From an optimization exercise on the open Yosys and OpenROAD flow, aimed at small area, a short achievable clock period and few clock cycles per item; shortcuts taken in it are not production practice.
RTL that was checked went through simulation tests only; none was proved equivalent to the original.
Function not checked in run 1: the RTL went through the layout flow alone.
Power is estimated from default activity; no workload was simulated.

==> flow/design.v, too long to show whole: its modules and the start of the top module <==
// module anc_sequencer: 44 lines
// module anc_ref_delay_line: 68 lines
// module anc_booth_enc: 21 lines
// module anc_update_tree: 489 lines
// module anc_filter_tree: 806 lines
// module anc_channel: 93 lines
// module anc_top: 92 lines
module anc_top
(
    input  logic                clk,
    input  logic                rstn,
    input  logic                head_flag,
    input  anc_pkg::frame_in_t  frame,
    output anc_pkg::sample_t    dout,
    output logic                frame_done
);
  // ...
==> flow/flow/run.sh <==
#!/bin/bash
set -euo pipefail
bash standard.sh SETUP_SLACK_MARGIN=9.25 finish > run_make.log 2>&1
==> flow/standard.sh <==
#!/bin/bash
# synth_recipe.tcl (not shown) runs the flow's synth.tcl, then flattens the netlist and writes it again
# the make line also repeats each setting of config.mk as NAME=value (left out here)
make -C /OpenROAD-flow-scripts/flow DESIGN_CONFIG=/design/flow/config.mk WORK_HOME=/design/flow/orfs CLKGATE_MAP_FILE= SYNTH_SCRIPT=/design/flow/synth_recipe.tcl "${@:-finish}"
==> flow/config.mk <==
export PLATFORM = sky130hd
export DESIGN_NAME = anc_top
export DESIGN_NICKNAME = anc_top
export VERILOG_FILES = /design/flow/design.v
export SDC_FILE = /design/flow/constraint.sdc
export NUM_CORES = 4
export LEC_CHECK = 0
export CAP_MARGIN = 20
export CORE_MARGIN = 2
export CORE_UTILIZATION = 40
export CTS_CLUSTER_DIAMETER = 80
export CTS_CLUSTER_SIZE = 24
export SLEW_MARGIN = 20
==> flow/constraint.sdc <==
create_clock -name core_clock -period 13.0 [get_ports {clk}]
set_input_delay 2.6000 -clock core_clock [delete_from_list [all_inputs] [get_ports {clk}]]
set_output_delay 2.6000 -clock core_clock [all_outputs]
set_load 0.01 [all_outputs]
==> results by group, run 1 <==
Drt
  • DRC: 0
  • Initial DRC count: 2971
  • Vias per inst: 5.16
  • Met3 routed WL: 10700 µm

Placement
  • Detail Placement HPWL: 96800 µm
  • Post-Place Setup Slack: 8.82 ns
  • Inst Count DP: 7034

Layout
  • Fraction of area in registers: 37.1%
  • Area Growth Syn to Fin: 8.26%
  • Dominant kind of cell: multi-input combinational cells
  • Non-clock buffer share of cell area: 2.09%
  • Number of non-clock buffers: 138

Power
  • Pint: 5.86 mW
  • Clk power: 2.35 mW
  • Net Sw Frac: 33.5%
  • Comb power: 2.71 mW
  • Net switching power: 2.95 mW

Synth
  • Number of synthesized flops with an enable pin: 0
  • Cell count after synthesis: 5383
  • Netlist Area Pre-Place: 0.0568 mm²
  • Top-count cell post-synth: dfxtp_1
  • Top FF cell, synth: dfxtp_1

Die
  • Core area: 0.141 mm²
  • # rows: 138
  • Die W: 381 µm

Global routing
  • Initial antenna violation count: 8
  • Layer with the highest usage: met2
  • Met3 Use GR: 3.54%
  • Pin count of the biggest net entering global routing: 99
  • Met1 Use GR: 27.4%
  • Overall routing resource usage: 19.9%

Flow run
  • Max_cap viols: 0

Run status
  • Status: timing/DRC/antenna clean

STA
  • Slew margin rel.: 32.0%
  • Final setup vio count: 0
  • RSZ-0062 raised after global routing: yes
  • Setup tns final: 0 ns
  • Tmin final: 3.86 ns

Clock network
  • Post-cts sizing count: 80

Worst hold path
  • Hold Path End: i_channel_a.s[7][10]
  • Hold Crit Start: i_channel_a.s[8][10]

Worst setup path
  • CP startpoint kind: flip-flop
  • Setup CP Type: reg -> out
  • RR Startpoint: i_channel_a.acc_b[2]
==> module anc_top, before the edit <==
module anc_top
(
    input  logic                clk,
    input  logic                rstn,
    input  logic                head_flag,
    input  anc_pkg::frame_in_t  frame,
    output anc_pkg::sample_t    dout,
    output logic                frame_done
);
    logic              srstn;
    logic [10:0]       ph;
    logic              active;
    logic              wz;
    logic [6:0]        ubo, ubt, ubn;
    logic [6:0]        fbo, fbt, fbn;
    logic [13:0]       pa_n;
    logic [13:0]       pb_n;
    anc_pkg::sample_t  err_a;
    anc_pkg::sample_t  err_b;
    always_ff @(posedge clk or negedge rstn)
    begin
        if (!rstn)
            srstn <= 1'b0;
        else
            srstn <= 1'b1;
    end
    anc_sequencer i_sequencer (
        .clk        (clk),
        .rstn       (rstn),
        .srstn      (srstn),
        .head_flag  (head_flag),
        .ph         (ph),
        .active     (active),
        .wz         (wz),
        .frame_done (frame_done)
    );
    anc_ref_delay_line i_ref_delay_line (
        .clk       (clk),
        .srstn     (srstn),
        .noise_ref (frame.noise_ref),
        .ph        (ph),
        .active    (active),
        .ubo       (ubo),
        .ubt       (ubt),
        .ubn       (ubn),
        .fbo       (fbo),
        .fbt       (fbt),
        .fbn       (fbn)
    );
    always_ff @(posedge clk)
    begin
        pa_n <= ~frame.primary_a;
        pb_n <= ~frame.primary_b;
    end
    anc_channel i_channel_a (
        .clk    (clk),
        .srstn  (srstn),
        .pn     (pa_n),
        .ph     (ph),
        .active (active),
        .wz     (wz),
        .ubo    (ubo),
        .ubt    (ubt),
        .ubn    (ubn),
        .fbo    (fbo),
        .fbt    (fbt),
        .fbn    (fbn),
        .err    (err_a)
    );
    anc_channel i_channel_b (
        .clk    (clk),
        .srstn  (srstn),
        .pn     (pb_n),
        .ph     (ph),
        .active (active),
        .wz     (wz),
        .ubo    (ubo),
        .ubt    (ubt),
        .ubn    (ubn),
        .fbo    (fbo),
        .fbt    (fbt),
        .fbn    (fbn),
        .err    (err_b)
    );
    always_ff @(posedge clk or negedge rstn)
    begin
        if (!rstn)
            dout <= '0;
        else if (active && ph[7])
            dout <= err_a + err_b;
    end
endmodule
==> run 2, diff against run 1 <==
--- a/flow/design.v
+++ b/flow/design.v
@@ -1554,6 +1554,8 @@
     output anc_pkg::sample_t    dout,
     output logic                frame_done
 );
+    logic              rst_q1;
+    logic              rst_q2;
     logic              srstn;
     logic [10:0]       ph;
     logic              active;
@@ -1567,10 +1569,17 @@
     always_ff @(posedge clk or negedge rstn)
     begin
         if (!rstn)
-            srstn <= 1'b0;
+        begin
+            rst_q1 <= 1'b0;
+            rst_q2 <= 1'b0;
+        end
         else
-            srstn <= 1'b1;
+        begin
+            rst_q1 <= 1'b1;
+            rst_q2 <= rst_q1;
+        end
     end
+    assign srstn = rst_q2;
     anc_sequencer i_sequencer (
         .clk        (clk),
         .rstn       (rstn),
==> results by group, run 2 <==
Power
  • Net switching power: 2.84 mW (was 2.95 mW)
  • PwrDens: 142 mW/mm² (was 143 mW/mm²)
  • Combinational share of power: 29.5% (was 30.8%)
  • Pint: 5.91 mW (was 5.86 mW)
  • P_leak: 25.1 nW (was 25.2 nW)
  • Power share of the clock group: 27.6% (was 26.7%)
  • Net Sw Frac: 32.5% (was 33.5%)
  • Peak supply drop: 0.000133 V (was 0.000113 V)
  • Reg power frac: 42.9% (was 42.5%)

STA
  • Hold Vio Cnt, Final: 0 (unchanged)
  • Final setup vio count: 0 (unchanged)
  • Tmin final: 3.89 ns (was 3.86 ns)
  • Fmax: 257 MHz (was 259 MHz)
  • RSZ-0062 raised after global routing: yes (unchanged)
  • Slew Limit Fails: 0 (unchanged)
  • Fin crit share: 29.9% (was 29.7%)
  • Setup tns final: 0 ns (unchanged)
  • Worst Skew: 0.0373 ns (was 0.0350 ns)
  • Worst-Margin Slew: 1.00 ns (was 1.02 ns)
  • Slew margin rel.: 32.9% (was 32.0%)

Clock network
  • Num CTS Buffers: 70 (was 68)
  • Root Buffer: clkbuf_16 (unchanged)
  • CTS sink cnt: 1134 (was 1133)
  • Clock transition at path regs: 0.09 ns (about the same)
  • TritonCTS clock tree: built (unchanged)
  • Clock Tree Buf Depth: 3 (unchanged)
  • CTS H-tree lvls: 3 (unchanged)
  • Worst-skew pair later-pin latency: 0.71 ns (about the same)

Global routing
  • Total grt overflow: 0 (unchanged)
  • Global-route wire length before repair: 226000 µm (about the same)
  • Initial antenna violation count: 6 (was 8)
  • Vias in the first global route: 38.6k (about the same)
  • Overall routing resource usage: 19.9% (about the same)
  • Pin count of the biggest net entering global routing: 99 (unchanged)

Die
  • Total Die Area: 0.145 mm² (about the same)
  • Die Ht: 381 µm (about the same)
  • Initial Util: 40.2% (about the same)
  • Die W: 381 µm (about the same)
  • Core area: 0.141 mm² (unchanged)
  • Io pins: 60 (unchanged)
  • # rows: 138 (unchanged)

Worst hold path
  • Min-Delay Path Class: reg -> reg (unchanged)
  • Hold Crit Depth: 0 (unchanged)
  • Hold Path End: i_channel_a.s[1][5] (was i_channel_a.s[7][10])
  • Hold Crit Start: i_channel_a.s[2][5] (was i_channel_a.s[8][10])

Drt
  • First-pass DRT Iterations: 8 (was 6)
  • DRC: 0 (unchanged)
  • Final Routed Wirelength: 145000 µm (was 144000 µm)
  • Via count: 37.2k (was 37.0k)
  • Vias per inst: 5.18 (was 5.16)
  • ANT nets after route: 0 (unchanged)
  • Initial DRC count: 2934 (was 2971)
  • Routed len/inst: 20.2 µm (about the same)

Worst setup path
  • Buf+Inv Stages, Crit Path: 1 (unchanged)
  • CP startpoint kind: flip-flop (unchanged)
  • Worst path required time: 10.40 ns (about the same)
  • Critical path cell sequence: buf_6 (unchanged)
  • CP max stage delay: 0.46 ns (was 0.43 ns)
  • Setup CP Type: reg -> out (unchanged)
  • R2R depth: 11 (was 12)
  • CP Capture Type: output pin (unchanged)
  • R2R Setup Slk: 9.36 ns (about the same)
  • Slowest CP cell: dfrtp_2 (was dfrtp_1)
  • RR Startpoint: i_ref_delay_line.fbn[0] (was i_channel_a.acc_b[2])
  • Crit path max-delay family: flip-flops (unchanged)
  • CP Max Fanout: 1 (was 2)
  • Crit path DAT: 1.29 ns (was 1.26 ns)
  • Reg2reg end: i_channel_a.acc_b[29] (was i_channel_a.err[13])

Synth
  • Synthesized flop and latch total: 1134 (was 1133)
  • Top-count cell post-synth: dfxtp_1 (unchanged)
  • Async SR Flop Fraction: 1.50% (was 1.41%)
  • Syn nets: 6224 (was 6214)
  • Number of synthesized flops with an enable pin: 0 (unchanged)
  • Cell accounting for the most synthesized area: dfxtp_1 (unchanged)
  • YS warnings: 8 (unchanged)
  • Top cell type's share of synthesized area: 39.4% (was 39.3%)
  • Cell count after synthesis: 5393 (was 5383)
  • Seq/Total Area, Yosys: 40.1% (was 40.0%)
  • Top FF cell, synth: dfxtp_1 (unchanged)
  • Commonest cells in the netlist: dfxtp_1, inv_1, a22oi_1, fa_1, xnor2_1 (unchanged)
  • Top cells by area, synth: dfxtp_1, fa_1, xnor2_1 (unchanged)
  • Mean Syn Cell Area: 10.5 µm² (was 10.6 µm²)
  • Post-synth cell types: 67 (was 69)
  • Netlist Area Pre-Place: 0.0568 mm² (about the same)

Run status
  • Status: timing/DRC/antenna clean (unchanged)

Layout
  • Area Growth Syn to Fin: 8.33% (was 8.26%)
  • Share of cells above drive strength 1: 5.13% (was 5.19%)
  • Most frequent cells in the layout: dfxtp_1, inv_1, a22oi_1, fa_1, xnor2_1 (unchanged)
  • Fill count: 13.5k (about the same)
  • Core Util, Final: 43.6% (about the same)
  • Nets: 6075 (was 6062)
  • Commonest non-fill, non-tap cell in the layout: dfxtp_1 (unchanged)
  • Top Registers: i_channel_a.s (270), i_channel_b.s (270), i_ref_delay_line.q (112) (unchanged)

Placement
  • Routability cong.: 0.882 (was 0.863)
  • IO buf count: 59 (unchanged)
  • Detail Placement HPWL: 95900 µm (was 96800 µm)

Flow run
  • Max_cap viols: 0 (unchanged)
-- run 2: power by group through the flow --
stage / registers (mW) / clock network, mW / logic (mW)
3_3_place_gp: 3.84 / 0 / 2.51
3_5_place_dp: 3.84 / 0 / 2.58
5_1_grt: 3.77 / 2.63 / 3.01
6_report: 3.75 / 2.42 / 2.58
2_1_floorplan: 3.78 / 0 / 1.92
4_1_cts: 3.76 / 2.50 / 2.60
-- run 2: logic make-up (layout without fill, tap and decap cells) --
logic type	count (synthesis)	count (layout)	share of synthesized area (%)
DFF	1134	1134	40.1
AOI/OAI and AO/OA	969	969	11.6
and+or+nand+nor	934	934	7.84
buffers and inverters	886	775	5.86
adders and majority gates	786	786	24.0
xor gates and xnor gates	674	674	10.4
muxes	9	9	0.172
other	1	3	0.00660
-- run 2: layout make-up --
class | instances | area [µm²] | area share [%]
well taps | 1890 | 2360 | 3.84
multi-input cells | 3373 | 30700 | 49.9
clock inverters | 31 | 452 | 0.734
inverters | 531 | 2000 | 3.25
diodes | 2 | 5.00 | 0.00814
clock buffers | 79 | 1880 | 3.05
flip-flops and latches | 1134 | 22900 | 37.1
repair buffers | 134 | 1250 | 2.03
-- run 2: worst max path at each step --
| stage | start | end | slack (ns) | cells after the start |
|---|---|---|---|---|
| after global routing | i_sequencer.frame_done | frame_done | 9.06 | 1 |
| after detailed placement | i_sequencer.ph[4] | i_channel_b.acc_b[20] | 8.81 | 10 |
| after global placement | i_sequencer.ph[4] | i_channel_b.acc_b[27] | 8.84 | 12 |
| after CTS | i_sequencer.frame_done | frame_done | 9.06 | 1 |
| after floorplan | i_ref_delay_line.fbn[5] | i_channel_b.acc_b[14] | 9.33 | 12 |
| final | i_sequencer.frame_done | frame_done | 9.11 | 1 |
-- run 2: per-layer routing --
layer / up-vias / part of all wire [%] / global-route usage [%]
li1: 17200 / - / -
met1: 18500 / 45 / 27.3
met2: 1278 / 45 / 31.2
met3: 280 / 7.7 / 4.32
met4: 6 / 3.2 / 6.48
met5: - / 0.026 / 0
-- run 2: per-stage QoR --
stage	setup slack [ns]	instances	hold WS (ns)	instance area [µm²]	total power [mW]
floorplan	9.33	5393	0.310	56800	5.69
global placement	8.84	7047	0.310	58900	6.35
detailed placement	8.81	7047	0.312	58900	6.42
CTS	9.06	7165	0.280	61300	8.86
global route	9.06	7172	0.277	61500	9.41
finish	9.11	7174	0.287	61500	8.75
-- run 2: repair_timing --
action,4_1_cts,5_1_grt
cloned,0,1
setup endpoints to repair,75,54
hold buffers,0,0
gates resized for setup,74,30
hold endpoints to repair,0,0
setup buffers,8,6
Testbench counts of run 2, summed over its fixed seeds: cycles 35,200, frames 3,200.
==> run 3, diff against run 2 <==
==> flow/flow/run.sh (replaced) <==
#!/bin/bash
set -euo pipefail
bash standard.sh SETUP_SLACK_MARGIN=9.25 "BUFFER_PORTS_ARGS=-buffer_cell sky130_fd_sc_hd__buf_2" finish > run_make.log 2>&1
--- a/flow/config.mk
+++ b/flow/config.mk
@@ -7,7 +7,7 @@
 export LEC_CHECK = 0
 export CAP_MARGIN = 20
 export CORE_MARGIN = 2
-export CORE_UTILIZATION = 40
+export CORE_UTILIZATION = 60
 export CTS_CLUSTER_DIAMETER = 80
 export CTS_CLUSTER_SIZE = 24
 export SLEW_MARGIN = 20
==> results by group, run 3 <==
Synth
  • Xor/xnor share of the synthesized area: 10.4% (unchanged)
  • Number of synthesized flops with an enable pin: 0 (unchanged)
  • YS warnings: 8 (unchanged)
  • Syn nets: 6224 (unchanged)
  • Synth Area in Compound Gates: 11.6% (unchanged)
  • Cell accounting for the most synthesized area: dfxtp_1 (unchanged)
  • Commonest cells in the netlist: dfxtp_1, inv_1, a22oi_1, fa_1, xnor2_1 (unchanged)
  • Mux cell area share after synthesis: 0.172% (unchanged)
  • Main combinational cell family by area after synthesis: adder cells (unchanged)
  • Top-count cell post-synth: dfxtp_1 (unchanged)
  • Netlist Area Pre-Place: 0.0568 mm² (unchanged)
  • Post-synthesis simple-gate area fraction: 7.84% (unchanged)
  • Top cells by area, synth: dfxtp_1, fa_1, xnor2_1 (unchanged)
  • Adder-Cell Fraction of Synth Area: 24.0% (unchanged)
  • Top FF cell, synth: dfxtp_1 (unchanged)
  • Seq/Total Area, Yosys: 40.1% (unchanged)
  • Cell count after synthesis: 5393 (unchanged)
  • Top cell type's share of synthesized area: 39.4% (unchanged)
  • Synthesized flop and latch total: 1134 (unchanged)
  • Async SR Flop Fraction: 1.50% (unchanged)
  • Mean Syn Cell Area: 10.5 µm² (unchanged)
  • Post-synth cell types: 67 (unchanged)

Placement
  • Inst Count DP: 6409 (was 7047)
  • IO buf count: 59 (unchanged)
  • Detail Placement HPWL: 91600 µm (was 95900 µm)
  • Routability cong.: 0.878 (was 0.882)

Global routing
  • Overall routing resource usage: 29.2% (was 19.9%)
  • Total grt overflow: 0 (unchanged)
  • Pin count of the biggest net entering global routing: 99 (unchanged)
  • Vias in the first global route: 38.0k (was 38.6k)
  • Global-route wire length before repair: 220000 µm (was 226000 µm)
  • Initial antenna violation count: 3 (was 6)

Layout
  • Share of cells above drive strength 1: 5.77% (was 5.13%)
  • Top Registers: i_channel_a.s (270), i_channel_b.s (270), i_ref_delay_line.q (112) (unchanged)
  • Nets: 6072 (was 6075)
  • Final non-filler cell total: 6524 (was 7174)
  • Area Growth Syn to Fin: 6.02% (was 8.33%)
  • Commonest non-fill, non-tap cell in the layout: dfxtp_1 (unchanged)
  • Most frequent cells in the layout: dfxtp_1, inv_1, a22oi_1, fa_1, xnor2_1 (unchanged)
  • Core Util, Final: 64.3% (was 43.6%)

Power
  • P_leak: 25.0 nW (was 25.1 nW)
  • PwrDens: 141 mW/mm² (was 142 mW/mm²)
  • Net switching power: 2.71 mW (was 2.84 mW)
  • Reg power frac: 44.2% (was 42.9%)
  • Final Total Pwr: 8.50 mW (was 8.75 mW)
  • Combinational share of power: 29.6% (was 29.5%)
  • Net Sw Frac: 31.9% (was 32.5%)
  • Power share of the clock group: 26.3% (was 27.6%)
  • Peak supply drop: 0.000129 V (was 0.000133 V)
  • Pint: 5.79 mW (was 5.91 mW)

STA
  • Fmax: 261 MHz (was 257 MHz)
  • Worst-Margin Slew: 1.06 ns (was 1.00 ns)
  • Fin crit share: 29.4% (was 29.9%)
  • Worst Skew: 0.0239 ns (was 0.0373 ns)
  • Tmin final: 3.83 ns (was 3.89 ns)
  • Final setup vio count: 0 (unchanged)
  • Setup tns final: 0 ns (unchanged)
  • Hold Vio Cnt, Final: 0 (unchanged)
  • Slew Limit Fails: 0 (unchanged)
  • Slew margin rel.: 29.2% (was 32.9%)
  • RSZ-0062 raised after global routing: yes (unchanged)

Die
  • Die Ht: 312 µm (was 381 µm)
  • # rows: 112 (was 138)
  • Core area: 0.0936 mm² (was 0.141 mm²)
  • Die W: 312 µm (was 381 µm)
  • Total Die Area: 0.0971 mm² (was 0.145 mm²)
  • Io pins: 60 (unchanged)
  • Initial Util: 60.7% (was 40.2%)

Worst hold path
  • Min-Delay Path Class: reg -> reg (unchanged)
  • Hold Crit Start: i_channel_b.s[7][2] (was i_channel_a.s[2][5])

Worst setup path
  • Crit path max-delay family: flip-flops (unchanged)
  • CP startpoint kind: flip-flop (unchanged)
  • Buf+Inv Stages, Crit Path: 1 (unchanged)
  • CP Capture Type: output pin (unchanged)
  • Critical path cell sequence: buf_2 (was buf_6)
  • Crit path DAT: 1.23 ns (was 1.29 ns)
  • Slowest CP cell: dfrtp_1 (was dfrtp_2)
  • CP max stage delay: 0.42 ns (was 0.46 ns)
  • CP Max Fanout: 2 (was 1)
  • Setup CP Type: reg -> out (unchanged)
  • Worst path required time: 10.40 ns (about the same)
  • RR Startpoint: i_ref_delay_line.fbn[2] (was i_ref_delay_line.fbn[0])
  • Critical path startpoint: dout[8] (was i_sequencer.frame_done)

Drt
  • ANT nets after route: 0 (unchanged)
  • DRC: 0 (unchanged)
  • Via count: 37.2k (about the same)
  • Final Routed Wirelength: 140000 µm (was 145000 µm)
  • Initial DRC count: 3047 (was 2934)
  • First-pass DRT Iterations: 6 (was 8)
  • Routed len/inst: 21.4 µm (was 20.2 µm)
  • Vias per inst: 5.70 (was 5.18)

Clock network
  • Hold buffers post-CTS: 0 (unchanged)
  • Root Buffer: clkbuf_16 (unchanged)
  • CTS sink cnt: 1134 (unchanged)
  • Clock Tree Buf Depth: 3 (unchanged)
  • CTS H-tree lvls: 3 (unchanged)
  • Worst-skew pair later-pin latency: 0.67 ns (was 0.71 ns)
  • Num CTS Buffers: 66 (was 70)
  • TritonCTS clock tree: built (unchanged)
  • Clock transition at path regs: 0.09 ns (about the same)

Run status
  • Status: timing/DRC/antenna clean (unchanged)

Flow run
  • Max_cap viols: 0 (unchanged)
## run 3: cell counts after synthesis
No cell type changed its count.
## run 3: timing repair
action | CTS | global route
resized for setup | 8 | 37
buffers inserted | 10 | 8
endpoints found under the setup margin | 66 | 68
## run 3: kinds of logic (layout without fill, tap and decap cells)
kind of cell | Yosys count | in the layout
other cells | 1 | 3
compound gates | 969 | 969
simple gates | 934 | 934
fa+ha+maj | 786 | 786
flops | 1134 | 1134
buf+inv | 886 | 761
xor+xnor | 674 | 674
mux | 9 | 9
## run 3: worst reg2reg max path, delay by kind of cell, from the launching register on
| kind | cells | cell delay, ns |
|---|---|---|
| adders and majority gates | 3 | 1.31 |
| and+or+nand+nor | 1 | 0.05 |
| buffers and inverters | 1 | 0.51 |
| xor gates and xnor gates | 6 | 1.11 |
| DFF | 1 | 0.59 |
## run 3: layout make-up
type / instances / area [µm²]
antenna: 2 / 5.00
tap: 1254 / 1570
clock buffer: 69 / 1720
fill: 7784 / 33400
clock inverter: 26 / 357
sequential: 1134 / 22900
timing repair buffer: 135 / 1010
inverter: 531 / 2000
multi-input combinational: 3373 / 30700
## run 3: metrics by stage
stage	setup WS [ns]	instance area [µm²]	hold WS [ns]
finish	9.17	60200	0.316
global route	9.13	60200	0.315
CTS	9.15	60000	0.315
detailed placement	8.64	57800	0.312
global placement	8.73	57800	0.310
floorplan	9.33	56800	0.310
## run 3: power by group through the flow
stage / Clock (mW) / Combinational (mW) / Sequential, mW
6_report: 2.23 / 2.51 / 3.76
5_1_grt: 2.42 / 2.94 / 3.77
4_1_cts: 2.30 / 2.53 / 3.76
3_5_place_dp: 0 / 2.51 / 3.84
3_3_place_gp: 0 / 2.44 / 3.84
2_1_floorplan: 0 / 1.92 / 3.78
## run 3: layer usage
| metal | global-route usage [%] | vias to the layer above | share of wire, % |
|---|---|---|---|
| li1 | - | 17100 | - |
| met1 | 41.4 | 18400 | 45 |
| met2 | 45.6 | 1405 | 44 |
| met3 | 5.29 | 263 | 7.7 |
| met4 | 9.11 | 0 | 2.9 |
| met5 | 0 | - | 0 |
## run 3: final timing paths
path / cells after the start / slack (ns) / to
setup reg to reg: 11 / 9.30 / i_channel_a.acc_b[29]
hold / removal: 0 / 0.32 / i_channel_b.s[6][2]
max in group asynchronous: 1 / 10.81 / rst_q2
setup / recovery: 1 / 9.17 / dout[8]
hold reg to reg: 0 / 0.32 / i_channel_b.s[6][2]
min in group asynchronous: 1 / 1.86 / dout[1]
==> run 4, diff against run 3 <==
--- a/flow/config.mk
+++ b/flow/config.mk
@@ -7,7 +7,7 @@
 export LEC_CHECK = 0
 export CAP_MARGIN = 20
 export CORE_MARGIN = 2
-export CORE_UTILIZATION = 60
+export CORE_UTILIZATION = 70
 export CTS_CLUSTER_DIAMETER = 80
 export CTS_CLUSTER_SIZE = 24
 export SLEW_MARGIN = 20
==> results by group, run 4 <==
Synth
  • Async SR Flop Fraction: 1.50% (unchanged)
  • Top cells by area, synth: dfxtp_1, fa_1, xnor2_1 (unchanged)
  • Cell count after synthesis: 5393 (unchanged)
  • YS warnings: 8 (unchanged)
  • Netlist Area Pre-Place: 0.0568 mm² (unchanged)
  • Top cell type's share of synthesized area: 39.4% (unchanged)
  • Cell accounting for the most synthesized area: dfxtp_1 (unchanged)
  • Syn nets: 6224 (unchanged)
  • Commonest cells in the netlist: dfxtp_1, inv_1, a22oi_1, fa_1, xnor2_1 (unchanged)
  • Top-count cell post-synth: dfxtp_1 (unchanged)
  • Synthesized flop and latch total: 1134 (unchanged)
  • Post-synth cell types: 67 (unchanged)
  • Mean Syn Cell Area: 10.5 µm² (unchanged)
  • Top FF cell, synth: dfxtp_1 (unchanged)
  • Seq/Total Area, Yosys: 40.1% (unchanged)
  • Number of synthesized flops with an enable pin: 0 (unchanged)

Clock network
  • Worst-skew pair later-pin latency: 0.67 ns (about the same)
  • Clock Tree Buf Depth: 3 (unchanged)
  • Root Buffer: clkbuf_16 (unchanged)
  • Hold buffers post-CTS: 0 (unchanged)
  • Num CTS Buffers: 57 (was 66)
  • CTS sink cnt: 1134 (unchanged)
  • TritonCTS clock tree: built (unchanged)
  • Clock transition at path regs: 0.10 ns (was 0.09 ns)
  • CTS H-tree lvls: 2 (was 3)

Worst setup path
  • CP startpoint kind: flip-flop (unchanged)
  • Crit path max-delay family: flip-flops (unchanged)
  • Crit path DAT: 1.21 ns (was 1.23 ns)
  • Critical path cell sequence: buf_6 (was buf_2)
  • RR Startpoint: i_ref_delay_line.fbt[0] (was i_ref_delay_line.fbn[2])
  • CP Max Fanout: 2 (unchanged)
  • Buf+Inv Stages, Crit Path: 1 (unchanged)
  • Worst path required time: 10.40 ns (about the same)
  • Slowest CP cell: dfrtp_1 (unchanged)
  • CP Capture Type: output pin (unchanged)
  • Setup CP Type: reg -> out (unchanged)
  • Critical path startpoint: dout[7] (was dout[8])
  • CP max stage delay: 0.41 ns (was 0.42 ns)

Drt
  • First-pass DRT Iterations: 6 (unchanged)
  • Initial DRC count: 3381 (was 3047)
  • Final Routed Wirelength: 134000 µm (was 140000 µm)
  • Vias per inst: 5.92 (was 5.70)
  • Via count: 37.4k (was 37.2k)
  • Routed len/inst: 21.2 µm (was 21.4 µm)
  • DRC: 0 (unchanged)
  • ANT nets after route: 0 (unchanged)

STA
  • Fin crit share: 29.3% (was 29.4%)
  • RSZ-0062 raised after global routing: yes (unchanged)
  • Final setup vio count: 0 (unchanged)
  • Slew Limit Fails: 0 (unchanged)
  • Worst Skew: 0.0219 ns (was 0.0239 ns)
  • Hold Vio Cnt, Final: 0 (unchanged)
  • Tmin final: 3.81 ns (was 3.83 ns)
  • Setup tns final: 0 ns (unchanged)
  • PnR worst setup slack: 9.19 ns (was 9.17 ns)
  • Fmax: 262 MHz (was 261 MHz)
  • Worst-Margin Slew: 1.04 ns (was 1.06 ns)
  • Slew margin rel.: 30.6% (was 29.2%)

Die
  • Total Die Area: 0.0834 mm² (was 0.0971 mm²)
  • # rows: 104 (was 112)
  • Die Ht: 289 µm (was 312 µm)
  • Core area: 0.0804 mm² (was 0.0936 mm²)
  • Initial Util: 70.6% (was 60.7%)
  • Io pins: 60 (unchanged)
  • Die W: 289 µm (was 312 µm)

Power
  • Peak supply drop: 0.000147 V (was 0.000129 V)
  • P_leak: 24.8 nW (was 25.0 nW)
  • PwrDens: 138 mW/mm² (was 141 mW/mm²)

Placement
  • Detail Placement HPWL: 88800 µm (was 91600 µm)
  • IO buf count: 59 (unchanged)
  • Post-Place Setup Slack: 8.72 ns (was 8.64 ns)
  • Inst Count DP: 6216 (was 6409)
  • Routability cong.: 0.888 (was 0.878)

Layout
  • Top Registers: i_channel_a.s (270), i_channel_b.s (270), i_ref_delay_line.q (112) (unchanged)
  • Commonest non-fill, non-tap cell in the layout: dfxtp_1 (unchanged)
  • Antenna cell count: 0 (was 2)
  • FF/Latch Area: 0.0228 mm² (was 0.0229 mm²)
  • Area Growth Syn to Fin: 4.99% (was 6.02%)
  • Final non-filler cell total: 6309 (was 6524)
  • Fill count: 5781 (was 7784)
  • Nets: 6063 (was 6072)
  • Multi-input combinational cell area: 0.0307 mm² (unchanged)
  • Share of cells above drive strength 1: 5.20% (was 5.77%)
  • Most frequent cells in the layout: dfxtp_1, inv_1, a22oi_1, fa_1, xnor2_1 (unchanged)

Global routing
  • Vias in the first global route: 37.8k (was 38.0k)
  • Initial antenna violation count: 1 (was 3)
  • Overall routing resource usage: 32.4% (was 29.2%)
  • Global-route wire length before repair: 211000 µm (was 220000 µm)
  • Pin count of the biggest net entering global routing: 112 (was 99)
  • Total grt overflow: 0 (unchanged)

Worst hold path
  • Hold Crit Start: i_channel_a.s[3][14] (was i_channel_b.s[7][2])
  • Min-Delay Path Class: reg -> reg (unchanged)

Run status
  • Status: timing/DRC/antenna clean (unchanged)

Flow run
  • Max_cap viols: 0 (unchanged)
==> run 4: cell counts after synthesis <==
Identical to the previous run, type by type.
==> run 4: path summary, 6_finish.rpt <==
check | slack (ns) | end | cells after the start
max reg2reg | 9.26 | i_channel_a.acc_b[29] | 12
max in group asynchronous | 10.87 | rst_q2 | 1
max | 9.19 | dout[7] | 1
min | 0.32 | i_channel_a.s[2][14] | 0
min reg2reg | 0.32 | i_channel_a.s[2][14] | 0
min in group asynchronous | 1.84 | dout[3] | 1
==> run 4: metrics by stage <==
step,hold slack (ns),total power [mW],util [%],area [µm²]
after floorplan,0.310,5.69,-,56800
after global placement,0.310,6.22,71.6,57600
after detailed placement,0.312,6.33,71.6,57600
after CTS,0.311,8.29,73.9,59400
after global routing,0.320,8.81,74.2,59600
final,0.320,8.25,74.2,59600
==> run 4: what timing repair did <==
action                                  4_1_cts  5_1_grt
gates resized for setup                      17       33
endpoints found under the hold margin         0        0
gates cloned                                  1        0
endpoints found under the setup margin       67       27
setup buffers                                 5       11
==> run 4: power breakdown <==
group          switching [mW]  internal (mW)  total [mW]
clock                    1.11          0.864        1.98
sequential              0.121           3.63        3.75
combinational            1.39           1.13        2.52
==> run 4: layer usage <==
layer	global-route usage, %	part of all wire (%)
met1	44.9	42
met2	52.4	46
met3	6.10	8.8
met4	9.21	2.9
met5	0	0
==> run 4: final cells by class <==
cell class                      instances  area share [%]
Inverter                              531            3.35
Sequential cell                      1134            38.3
Clock buffer                           63            2.53
Multi-Input combinational cell       3373            51.5
Timing Repair Buffer                  135            1.83
Clock inverter                         13           0.279
Tap cell                             1060            2.22
==> run 4: kinds of logic after synthesis <==
kind of cell / after synthesis / share of synthesized area (%)
AND/OR/NAND/NOR: 934 / 7.84
multiplexers: 9 / 0.172
adder cells (fa/ha/maj): 786 / 24.0
XOR/XNOR: 674 / 10.4
AO/OA/AOI/OAI: 969 / 11.6
buffers and inverters: 886 / 5.86
other: 1 / 0.00660
flip-flops: 1134 / 40.1
==> run 5, diff against run 4 <==
==> flow/flow/run.sh (replaced) <==
#!/bin/bash
set -euo pipefail
bash standard.sh SETUP_SLACK_MARGIN=9.3 "BUFFER_PORTS_ARGS=-buffer_cell sky130_fd_sc_hd__buf_2" finish > run_make.log 2>&1
--- a/flow/config.mk
+++ b/flow/config.mk
@@ -8,6 +8,6 @@
 export CAP_MARGIN = 20
 export CORE_MARGIN = 2
 export CORE_UTILIZATION = 70
-export CTS_CLUSTER_DIAMETER = 80
-export CTS_CLUSTER_SIZE = 24
+export CTS_CLUSTER_DIAMETER = 90
+export CTS_CLUSTER_SIZE = 27
 export SLEW_MARGIN = 20
==> results by group, run 5 <==
Clock network
  • TritonCTS clock tree: built (unchanged)
  • Hold buffers post-CTS: 0 (unchanged)
  • Clock Tree Buf Depth: 3 (unchanged)
  • Clock transition at path regs: 0.10 ns (about the same)
  • Worst-skew pair later-pin latency: 0.66 ns (was 0.67 ns)
  • CTS sink cnt: 1134 (unchanged)
  • Root Buffer: clkbuf_16 (unchanged)
  • CTS H-tree lvls: 2 (unchanged)
  • Num CTS Buffers: 52 (was 57)

Die
  • Io pins: 60 (unchanged)
  • Total Die Area: 0.0834 mm² (unchanged)
  • Initial Util: 70.6% (unchanged)
  • Die W: 289 µm (unchanged)
  • Die Ht: 289 µm (unchanged)
  • # rows: 104 (unchanged)
  • Core area: 0.0804 mm² (unchanged)

STA
  • Worst-Margin Slew: 1.04 ns (about the same)
  • Worst Skew: 0.0254 ns (was 0.0219 ns)
  • Tmin final: 3.81 ns (about the same)
  • Worst hold slack: 0.318 ns (was 0.320 ns)
  • Slew margin rel.: 30.5% (was 30.6%)
  • PnR worst setup slack: 9.19 ns (about the same)
  • Fmax: 262 MHz (about the same)
  • Fin crit share: 29.3% (about the same)
  • Slew Limit Fails: 0 (unchanged)
  • Hold Vio Cnt, Final: 0 (unchanged)
  • Final setup vio count: 0 (unchanged)
  • Setup tns final: 0 ns (unchanged)
  • RSZ-0062 raised after global routing: yes (unchanged)

Layout
  • Antenna cell count: 0 (unchanged)
  • Top Registers: i_channel_a.s (270), i_channel_b.s (270), i_ref_delay_line.q (112) (unchanged)
  • Area Growth Syn to Fin: 4.82% (was 4.99%)
  • Final Cell Area: 0.0595 mm² (was 0.0596 mm²)
  • Final non-filler cell total: 6304 (was 6309)
  • Nets: 6059 (was 6063)
  • Most frequent cells in the layout: dfxtp_1, inv_1, a22oi_1, fa_1, xnor2_1 (unchanged)
  • Share of cells above drive strength 1: 5.23% (was 5.20%)
  • Commonest non-fill, non-tap cell in the layout: dfxtp_1 (unchanged)

Drt
  • Via count: 37.3k (was 37.4k)
  • First-pass DRT Iterations: 6 (unchanged)
  • Routed len/inst: 21.1 µm (was 21.2 µm)
  • DRC: 0 (unchanged)
  • Vias per inst: 5.92 (about the same)
  • ANT nets after route: 0 (unchanged)
  • Initial DRC count: 3506 (was 3381)
  • Final Routed Wirelength: 133000 µm (was 134000 µm)

Synth
  • Syn nets: 6224 (unchanged)
  • Post-synth cell types: 67 (unchanged)
  • Cell accounting for the most synthesized area: dfxtp_1 (unchanged)
  • Seq/Total Area, Yosys: 40.1% (unchanged)
  • Top cell type's share of synthesized area: 39.4% (unchanged)
  • YS warnings: 8 (unchanged)
  • Top cells by area, synth: dfxtp_1, fa_1, xnor2_1 (unchanged)
  • Async SR Flop Fraction: 1.50% (unchanged)
  • Synthesized flop and latch total: 1134 (unchanged)
  • Cell count after synthesis: 5393 (unchanged)
  • Top-count cell post-synth: dfxtp_1 (unchanged)
  • Mean Syn Cell Area: 10.5 µm² (unchanged)
  • Netlist Area Pre-Place: 0.0568 mm² (unchanged)
  • Top FF cell, synth: dfxtp_1 (unchanged)
  • Number of synthesized flops with an enable pin: 0 (unchanged)
  • Commonest cells in the netlist: dfxtp_1, inv_1, a22oi_1, fa_1, xnor2_1 (unchanged)

Global routing
  • Overall routing resource usage: 32.3% (was 32.4%)
  • Total grt overflow: 0 (unchanged)
  • Initial antenna violation count: 2 (was 1)
  • Pin count of the biggest net entering global routing: 112 (unchanged)
  • Global-route wire length before repair: 210000 µm (was 211000 µm)
  • Vias in the first global route: 37.7k (was 37.8k)

Worst setup path
  • CP Capture Type: output pin (unchanged)
  • Buf+Inv Stages, Crit Path: 1 (unchanged)
  • Setup CP Type: reg -> out (unchanged)
  • Crit path DAT: 1.21 ns (about the same)
  • Worst path required time: 10.40 ns (about the same)
  • Crit path max-delay family: flip-flops (unchanged)
  • Critical path startpoint: dout[9] (was dout[7])
  • Critical path cell sequence: buf_6 (unchanged)
  • RR Startpoint: i_ref_delay_line.fbn[3] (was i_ref_delay_line.fbt[0])
  • Slowest CP cell: dfrtp_1 (unchanged)
  • CP Max Fanout: 2 (unchanged)
  • CP startpoint kind: flip-flop (unchanged)
  • CP max stage delay: 0.42 ns (was 0.41 ns)

Power
  • Net Sw Frac: 32.0% (was 31.8%)
  • P_leak: 24.8 nW (about the same)
  • Peak supply drop: 0.000162 V (was 0.000147 V)
  • Combinational share of power: 30.8% (was 30.6%)
  • Net switching power: 2.62 mW (about the same)
  • Pint: 5.56 mW (was 5.63 mW)
  • Reg power frac: 45.8% (was 45.5%)
  • PwrDens: 138 mW/mm² (about the same)
  • Power share of the clock group: 23.4% (was 24.0%)

Placement
  • Post-Place Setup Slack: 8.72 ns (unchanged)
  • Routability cong.: 0.888 (unchanged)
  • Detail Placement HPWL: 88800 µm (unchanged)
  • IO buf count: 59 (unchanged)
  • Placed inst area: 0.0576 mm² (unchanged)
  • Inst Count DP: 6216 (unchanged)

Run status
  • Status: timing/DRC/antenna clean (unchanged)

Flow run
  • Max_cap viols: 0 (unchanged)

Worst hold path
  • Hold Crit Start: i_channel_a.s[3][14] (unchanged)
  • Min-Delay Path Class: reg -> reg (unchanged)
[run 5: cell counts after synthesis]
Identical to the previous run, type by type.
[run 5: path summary, 6_finish.rpt]
| path | slack [ns] | to | cells past startpoint |
|---|---|---|---|
| worst max-delay path | 9.19 | dout[9] | 1 |
| min in group asynchronous | 1.84 | dout[9] | 1 |
| max in group asynchronous | 10.86 | rst_q2 | 1 |
| worst min-delay path | 0.32 | i_channel_a.s[2][14] | 0 |
| worst min register to register | 0.32 | i_channel_a.s[2][14] | 0 |
| worst max register to register | 9.26 | i_channel_a.acc_b[29] | 11 |
[run 5: power groups by stage]
stage               clock network, mW  logic [mW]  registers (mW)
floorplan                           0        1.92            3.78
global placement                    0        2.39            3.83
detailed placement                  0        2.50            3.83
CTS                              1.95        2.53            3.75
global route                     2.07        2.91            3.77
finish                           1.91        2.52            3.75
[run 5: timing repair]
item | CTS | global route
setup buffers | 5 | 12
cloned | 1 | 0
resized for setup | 16 | 37
endpoints found under the setup margin | 81 | 53
[run 5: layout make-up]
cell class                 count  area [µm²]
multi-input combinational   3373       30700
sequential                  1134       22800
fill                        5797       20900
inverter                     531        2000
clock buffer                  57        1370
tap                         1060        1330
timing repair buffer         136        1080
clock inverter                13         191
[run 5: metal layers]
metal  vias to the layer above  wire (µm)  global-route usage [%]
met5                         -          0                       0
li1                      17100          -                       -
met2                      1544      61000                    51.9
met4                         0       3990                    9.51
met1                     18400      56700                    45.1
met3                       291      11400                    5.94
[run 5: worst reg2reg max path, cell delays in order (launching register included)]
cell and delay, ns:
dfxtp_2 0.62, buf_8 0.41, xor2_1 0.33, fa_1 0.47
fa_1 0.43, fa_1 0.42, xnor2_1 0.19, xnor2_1 0.16
xnor2_1 0.12, xnor2_1 0.29, xnor2_1 0.16, nor2_1 0.05
[run 5: metrics by stage]
| stage | power (mW) | utilization (%) |
|---|---|---|
| final | 8.19 | 74.0 |
| after global routing | 8.75 | 74.0 |
| after CTS | 8.23 | 73.7 |
| after detailed placement | 6.33 | 71.6 |
| after global placement | 6.22 | 71.6 |
| after floorplan | 5.69 | - |
[run 5: kinds of logic (layout without fill, tap and decap cells)]
kind of cell / after synthesis / count (layout) / share of synthesized area [%]
flip-flops: 1134 / 1134 / 40.1
AO/OA/AOI/OAI: 969 / 969 / 11.6
AND/OR/NAND/NOR: 934 / 934 / 7.84
buffers and inverters: 886 / 737 / 5.86
adder cells (fa/ha/maj): 786 / 786 / 24.0
XOR/XNOR: 674 / 674 / 10.4
multiplexers: 9 / 9 / 0.172
other: 1 / 1 / 0.00660

## static timing again, ports no longer ideal
Ports are ideal in the flow. The routed layouts listed here were re-timed in OpenROAD.
Step 1: set_driving_cell puts a clkbuf_16 on clk and a buf_2 on each other input, an assumption about the parent block.
Step 2 also shifts input and output timing later by t, the mid clock arrival at the registers, as if the neighbouring blocks saw the same clock.
Slacks: ideal ports / drivers / drivers and shift; pairs: ideal ports / drivers.
run | shift t [ns] | slack for setup (ns) | latest minus earliest clock arrival (ns)
run 1 | 0.774 | 9.144 / 9.059 / 8.998 | 0.039 / 0.038
run 2 | 0.767 | 9.110 / 9.032 / 8.798 | 0.050 / 0.050
run 3 | 0.731 | 9.172 / 9.098 / 8.757 | 0.028 / 0.028
run 4 | 0.730 | 9.188 / 9.119 / 9.256 | 0.022 / 0.022
run 5 | 0.722 | 9.187 / 9.121 / 9.256 | 0.032 / 0.031
After both steps setup and hold are still met in every run listed. For run 3, which loses most, drivers alone change the setup slack by -0.074 ns; drivers and shift together by -0.415 ns.
